What follows belongs to an exercise in optimizing a design on an open flow for small area and a short achievable clock period; a production flow would make more cautious choices.
In this exercise RTL edits were held to simulation tests only and were not proved equivalent to the original.
Power figures rest on the tool's default switching activity, not on a simulated workload.

== v6 ==
==> flow/design.v <==
module raster_timing (
  input  logic       clk,
  input  logic       reset,
  output logic [7:0] nx,
  output logic [8:0] ny,
  output logic       vis,
  output logic       frame_start,
  output logic [7:0] pixel_x,
  output logic [8:0] pixel_y,
  output logic       de
);
  localparam logic [8:0] SY_LAST = 9'(300 - 1);
  localparam logic [7:0] SX_ACT = 8'(224);
  localparam logic [8:0] SY_ACT = 9'(288);
  logic first;
  logic next_act;
  function automatic logic [8:0] next_y(input logic [7:0] x, input logic [8:0] y);
    if (x != 8'hFF)        next_y = y;
    else if (y == SY_LAST) next_y = '0;
    else                   next_y = y + 1'b1;
  endfunction
  always_ff @(posedge clk) begin
    if (reset) begin
      nx <= 8'd1;
      ny <= '0;
    end else begin
      nx <= nx + 1'b1;
      ny <= next_y(nx, ny);
    end
  end
  always_ff @(posedge clk) begin
    if (reset) begin
      pixel_x <= '0;
    end else begin
      pixel_x <= nx - 1'b1;
    end
  end
  always_ff @(posedge clk) begin
    if (reset) begin
      pixel_y <= '0;
    end else if (nx == 8'd1) begin
      pixel_y <= ny;
    end
  end
  always_ff @(posedge clk) begin
    first <= reset;
  end
  assign next_act = (nx < SX_ACT) && (ny < SY_ACT);
  always_ff @(posedge clk) begin
    if (reset) begin
      vis <= 1'b0;
      de <= 1'b0;
    end else begin
      vis <= next_act;
      de <= vis || first;
    end
  end
  always_ff @(posedge clk) begin
    if (reset) frame_start <= 1'b1;
    else       frame_start <= (nx == '0) && (ny == '0);
  end
endmodule
module sprite_regs (
  input  logic                      clk,
  input  logic                      reset,
  input  logic [8-1:0]    awaddr,
  input  logic                      awvalid,
  output logic                      awready,
  input  logic [32-1:0]    wdata,
  input  logic [32/8-1:0]  wstrb,
  input  logic                      wvalid,
  output logic                      wready,
  output logic [1:0]                bresp,
  output logic                      bvalid,
  input  logic                      bready,
  input  logic [8-1:0]    araddr,
  input  logic                      arvalid,
  output logic                      arready,
  output logic [32-1:0]    rdata,
  output logic [1:0]                rresp,
  output logic                      rvalid,
  input  logic                      rready,
  input  logic                      frame_start,
  output logic [4*8-1:0] scene_x,
  output logic [4*9-1:0] scene_y,
  output logic [4*12-1:0] scene_color,
  output logic [11:0]               scene_bg
);
  localparam logic [1:0] RESP_OKAY   = 2'b00;
  localparam logic [1:0] RESP_SLVERR = 2'b10;
  logic [3:0]  ctrl_q;
  logic [3:0][8:0]  pos_x_q;
  logic [3:0][8:0]  pos_y_q;
  logic [3:0][11:0] color_q;
  logic [11:0] bg_q;
  logic       wr_ctrl, wr_bg, wr_valid;
  logic [3:0] wr_pos, wr_color;
  logic       rd_ctrl, rd_bg, rd_valid;
  logic [3:0] rd_pos, rd_color;
  always_comb begin
    wr_ctrl = (awaddr == 8'h00);
    wr_bg = (awaddr == 8'h24);
    rd_ctrl = (araddr == 8'h00);
    rd_bg = (araddr == 8'h24);
    for (int i = 0; i < 4; i++) begin
      wr_pos[i] = (awaddr == 8'h04 + 8'(4 * i));
      wr_color[i] = (awaddr == 8'h14 + 8'(4 * i));
      rd_pos[i] = (araddr == 8'h04 + 8'(4 * i));
      rd_color[i] = (araddr == 8'h14 + 8'(4 * i));
    end
    wr_valid = wr_ctrl || wr_bg || (|wr_pos) || (|wr_color);
    rd_valid = rd_ctrl || rd_bg || (|rd_pos) || (|rd_color);
  end
  logic wr_fire;
  assign wr_fire = awvalid && awready && wvalid;
  always_ff @(posedge clk) begin
    if (reset) begin
      awready <= 1'b0;
      bvalid <= 1'b0;
    end else begin
      awready <= awvalid && wvalid && !awready && !bvalid;
      bvalid <= wr_fire || (bvalid && !bready);
    end
  end
  assign wready = awready;
  always_ff @(posedge clk) begin
    if (!bvalid) bresp <= wr_valid ? RESP_OKAY : RESP_SLVERR;
  end
  logic [32-1:0] wdata_r;
  logic [3:0]             lane_we;
  assign wdata_r = reset ? '0 : wdata;
  assign lane_we = wr_fire ? wstrb : 4'd0;
  always_ff @(posedge clk) begin
    if (reset || (wr_ctrl && lane_we[0])) ctrl_q <= wdata_r[3:0];
    if (reset || (wr_bg && lane_we[0])) bg_q[7:0] <= wdata_r[7:0];
    if (reset || (wr_bg && lane_we[1])) bg_q[11:8] <= wdata_r[11:8];
    for (int i = 0; i < 4; i++) begin
      if (reset || (wr_pos[i] && lane_we[0])) pos_x_q[i][7:0] <= wdata_r[7:0];
      if (reset || (wr_pos[i] && lane_we[1])) pos_x_q[i][8] <= wdata_r[8];
      if (reset || (wr_pos[i] && lane_we[2])) pos_y_q[i][7:0] <= wdata_r[23:16];
      if (reset || (wr_pos[i] && lane_we[3])) pos_y_q[i][8] <= wdata_r[24];
      if (reset || (wr_color[i] && lane_we[0])) color_q[i][7:0] <= wdata_r[7:0];
      if (reset || (wr_color[i] && lane_we[1])) color_q[i][11:8] <= wdata_r[11:8];
    end
  end
  logic [32-1:0] rd_word;
  always_comb begin
    rd_word = '0;
    if (rd_ctrl) rd_word[3:0] = ctrl_q;
    if (rd_bg) rd_word[11:0] = bg_q;
    for (int i = 0; i < 4; i++) begin
      if (rd_pos[i]) rd_word = {7'd0, pos_y_q[i], 7'd0, pos_x_q[i]};
      if (rd_color[i]) rd_word[11:0] = color_q[i];
    end
  end
  logic rd_fire;
  assign rd_fire = arvalid && arready;
  always_ff @(posedge clk) begin
    if (reset) begin
      arready <= 1'b0;
      rvalid <= 1'b0;
    end else begin
      arready <= arvalid && !arready && !rvalid;
      rvalid <= rd_fire || (rvalid && !rready);
    end
  end
  always_ff @(posedge clk) begin
    if (!rvalid) begin
      rdata <= rd_word;
      rresp <= rd_valid ? RESP_OKAY : RESP_SLVERR;
    end
  end
  always_ff @(posedge clk) begin
    logic kill;
    if (frame_start) begin
      for (int i = 0; i < 4; i++) begin
        kill = !ctrl_q[i] || pos_x_q[i][8] || (&pos_x_q[i][7:5])
            || (pos_y_q[i][8] && (|pos_y_q[i][7:5]));
        scene_x[8*i +: 8] <= kill ? {4'b1110, pos_x_q[i][3:0]} : pos_x_q[i][7:0];
        scene_y[9*i +: 9] <= pos_y_q[i];
        scene_color[12*i +: 12] <= color_q[i];
      end
      scene_bg <= bg_q;
    end
  end
endmodule
module enemy_sprite (
  input  logic                       clk,
  input  logic                       reset,
  input  logic [7:0]                 nx,
  input  logic [8:0]                 ny,
  input  logic                       vis,
  input  logic [4*8-1:0]  scene_x,
  input  logic [4*9-1:0]  scene_y,
  input  logic [4*12-1:0] scene_color,
  input  logic [11:0]                scene_bg,
  output logic [11:0]                rgb
);
  function automatic logic ghost(input logic [1:0] rc, input logic [1:0] cc);
    case (rc)
      2'd0:    ghost = cc[1];
      2'd1:    ghost = cc != 2'd0;
      2'd2:    ghost = cc != 2'd2;
      default: ghost = 1'b1;
    endcase
  endfunction
  function automatic logic sum_zero5(input logic [4:0] p, input logic [4:0] q,
                                     input logic cin);
    logic [4:0] z;
    z = p ^ q;
    sum_zero5 = (z[0] == cin) && (z[4:1] == (p[3:0] | q[3:0]));
  endfunction
  function automatic logic sum_zero6(input logic [5:0] p, input logic [5:0] q,
                                     input logic cin);
    logic [5:0] z;
    z = p ^ q;
    sum_zero6 = (z[0] == cin) && (z[5:1] == (p[4:0] | q[4:0]));
  endfunction
  logic [4-1:0] hit_next;
  logic [4-1:0] hit;
  always_comb begin
    logic [2:0] xd, yd;
    logic [1:0] cc, rc;
    for (int i = 0; i < 4; i++) begin
      xd = nx[2:0] - scene_x[8*i +: 3];
      yd = ny[2:0] - scene_y[9*i +: 3];
      cc = xd[2] ? ~xd[1:0] : xd[1:0];
      case (yd)
        3'd0: rc = 2'd0;
        3'd1: rc = 2'd1;
        3'd4, 3'd5, 3'd6: rc = 2'd3;
        default: rc = 2'd2;
      endcase
      hit_next[i] = sum_zero5(nx[7:3], ~scene_x[8*i+3 +: 5], nx[2:0] >= scene_x[8*i +: 3])
                 && sum_zero6(ny[8:3], ~scene_y[9*i+3 +: 6], ny[2:0] >= scene_y[9*i +: 3])
                 && ghost(rc, cc);
    end
  end
  always_ff @(posedge clk) begin
    hit <= hit_next;
  end
  logic [4:0] sel;
  assign sel[0] = hit[0];
  assign sel[1] = !hit[0] && hit[1];
  assign sel[2] = !hit[0] && !hit[1] && hit[2];
  assign sel[3] = !hit[0] && !hit[1] && !hit[2] && hit[3];
  assign sel[4] = !(|hit);
  always_ff @(posedge clk) begin
    if (reset || !vis) begin
      rgb <= '0;
    end else begin
      rgb <= ({12{sel[0]}} & scene_color[11:0])
           | ({12{sel[1]}} & scene_color[23:12])
           | ({12{sel[2]}} & scene_color[35:24])
           | ({12{sel[3]}} & scene_color[47:36])
           | ({12{sel[4]}} & scene_bg);
    end
  end
endmodule
module maze_video_top (
  input  logic                     clk,
  input  logic                     reset,
  input  logic [8-1:0]   awaddr,
  input  logic                     awvalid,
  output logic                     awready,
  input  logic [32-1:0]   wdata,
  input  logic [32/8-1:0] wstrb,
  input  logic                     wvalid,
  output logic                     wready,
  output logic [1:0]               bresp,
  output logic                     bvalid,
  input  logic                     bready,
  input  logic [8-1:0]   araddr,
  input  logic                     arvalid,
  output logic                     arready,
  output logic [32-1:0]   rdata,
  output logic [1:0]               rresp,
  output logic                     rvalid,
  input  logic                     rready,
  output logic [11:0]              rgb,
  output logic [7:0]               pixel_x,
  output logic [8:0]               pixel_y,
  output logic                     de
);
  logic [7:0] nx;
  logic [8:0] ny;
  logic       vis;
  logic       frame_start;
  logic [4*8-1:0]  scene_x;
  logic [4*9-1:0]  scene_y;
  logic [4*12-1:0] scene_color;
  logic [11:0]                scene_bg;
  raster_timing u_timing (
    .clk         (clk),
    .reset       (reset),
    .nx          (nx),
    .ny          (ny),
    .vis    (vis),
    .frame_start (frame_start),
    .pixel_x     (pixel_x),
    .pixel_y     (pixel_y),
    .de          (de)
  );
  sprite_regs u_regs (
    .clk          (clk),
    .reset        (reset),
    .awaddr       (awaddr),
    .awvalid      (awvalid),
    .awready      (awready),
    .wdata        (wdata),
    .wstrb        (wstrb),
    .wvalid       (wvalid),
    .wready       (wready),
    .bresp        (bresp),
    .bvalid       (bvalid),
    .bready       (bready),
    .araddr       (araddr),
    .arvalid      (arvalid),
    .arready      (arready),
    .rdata        (rdata),
    .rresp        (rresp),
    .rvalid       (rvalid),
    .rready       (rready),
    .frame_start  (frame_start),
    .scene_x     (scene_x),
    .scene_y     (scene_y),
    .scene_color  (scene_color),
    .scene_bg     (scene_bg)
  );
  enemy_sprite u_sprite (
    .clk          (clk),
    .reset        (reset),
    .nx           (nx),
    .ny           (ny),
    .vis     (vis),
    .scene_x     (scene_x),
    .scene_y     (scene_y),
    .scene_color  (scene_color),
    .scene_bg     (scene_bg),
    .rgb          (rgb)
  );
endmodule
clock: 5.0 ns
lec_check: 0
cap_margin: 20
core_margin: 2
core_utilization: 60
cts_buf_list: sky130_fd_sc_hd__clkbuf_8
cts_cluster_diameter: 60
cts_cluster_size: 16
setup_slack_margin: 2.85
slew_margin: 20
standard.sh (not shown) runs the stock make flow with config.mk's settings and CLKGATE_MAP_FILE= SYNTH_SCRIPT=/design/flow/synth_recipe.tcl, a recipe that flattens the netlist after the stock synthesis.
==> flow/flow/run.sh <==
#!/bin/bash
set -euo pipefail
bash standard.sh MATCH_CELL_FOOTPRINT=0 ADDER_MAP_FILE= \
  "BUFFER_PORTS_ARGS=-buffer_cell sky130_fd_sc_hd__buf_1" finish > standard.log 2>&1
The inputs of v7 differ from those of v6 as listed below.
--- a/flow/design.v
+++ b/flow/design.v
@@ -195,8 +195,26 @@
   input  logic [4*12-1:0] scene_color,
   input  logic [11:0]                scene_bg,
   output logic [11:0]                rgb
 );
+  function automatic logic [191:0] low_table(input logic rows);
+    logic [2:0] b, a, d;
+    logic [1:0] cls;
+    low_table = '0;
+    for (int k = 0; k < 64; k++) begin
+      b = 3'(k >> 3);
+      a = 3'(k);
+      d = b - a;
+      if (!rows)      cls = d[2] ? ~d[1:0] : d[1:0];
+      else if (d == 3'd0) cls = 2'd0;
+      else if (d == 3'd1) cls = 2'd1;
+      else if (d == 3'd2 || d == 3'd3 || d == 3'd7) cls = 2'd2;
+      else            cls = 2'd3;
+      low_table[3*k +: 3] = {b >= a, cls};
+    end
+  endfunction
+  localparam logic [191:0] COL_TAB = low_table(1'b0);
+  localparam logic [191:0] ROW_TAB = low_table(1'b1);
   function automatic logic ghost(input logic [1:0] rc, input logic [1:0] cc);
     case (rc)
       2'd0:    ghost = cc[1];
       2'd1:    ghost = cc != 2'd0;
--- outcome ---
As far as max-capacitance violation count goes, v7 and v6 are indistinguishable; the numbers are identical. Changes observed in v7 relative to v6: worst setup slack barely changed, hold slack barely changed. v6 and v7 ended up with nearly the same relative contribution of the clock network to total power. In terms of power spent charging and discharging nets, v7 and v6 differ only marginally. v6 -> v7: combinational power flat. Overall die width came out exactly the same in v6 and v7. Taking v6 as the reference, in v7 die area essentially unchanged; total vias in the final route essentially unchanged; design area essentially unchanged.

==> static timing again, ports no longer ideal <==
Ports are ideal in the flow. The routed layouts listed here were re-timed in OpenROAD. Step 1 (the two cells are an assumption about what drives the block):
set clk [get_ports {clk}]
set_driving_cell -lib_cell sky130_fd_sc_hd__clkbuf_16 $clk
set_driving_cell -lib_cell sky130_fd_sc_hd__buf_2 [delete_from_list [all_inputs] $clk]
Step 2, shift: input delay + t, output delay - t, t = (earliest + latest rising clock arrival at the registers) / 2. This alone moves slack from input paths to output paths. Three values: ideal, step 1, step 2; two values: the first two.
run | t (ns) | slack for setup (ns) | slew at the worst register clock pin (ns)
v6 | 0.647 | 2.857 / 2.812 / 2.329 | 0.10 / 0.10
v7 | 0.647 | 2.857 / 2.812 / 2.329 | 0.10 / 0.10
After both steps every run listed still meets setup and hold.
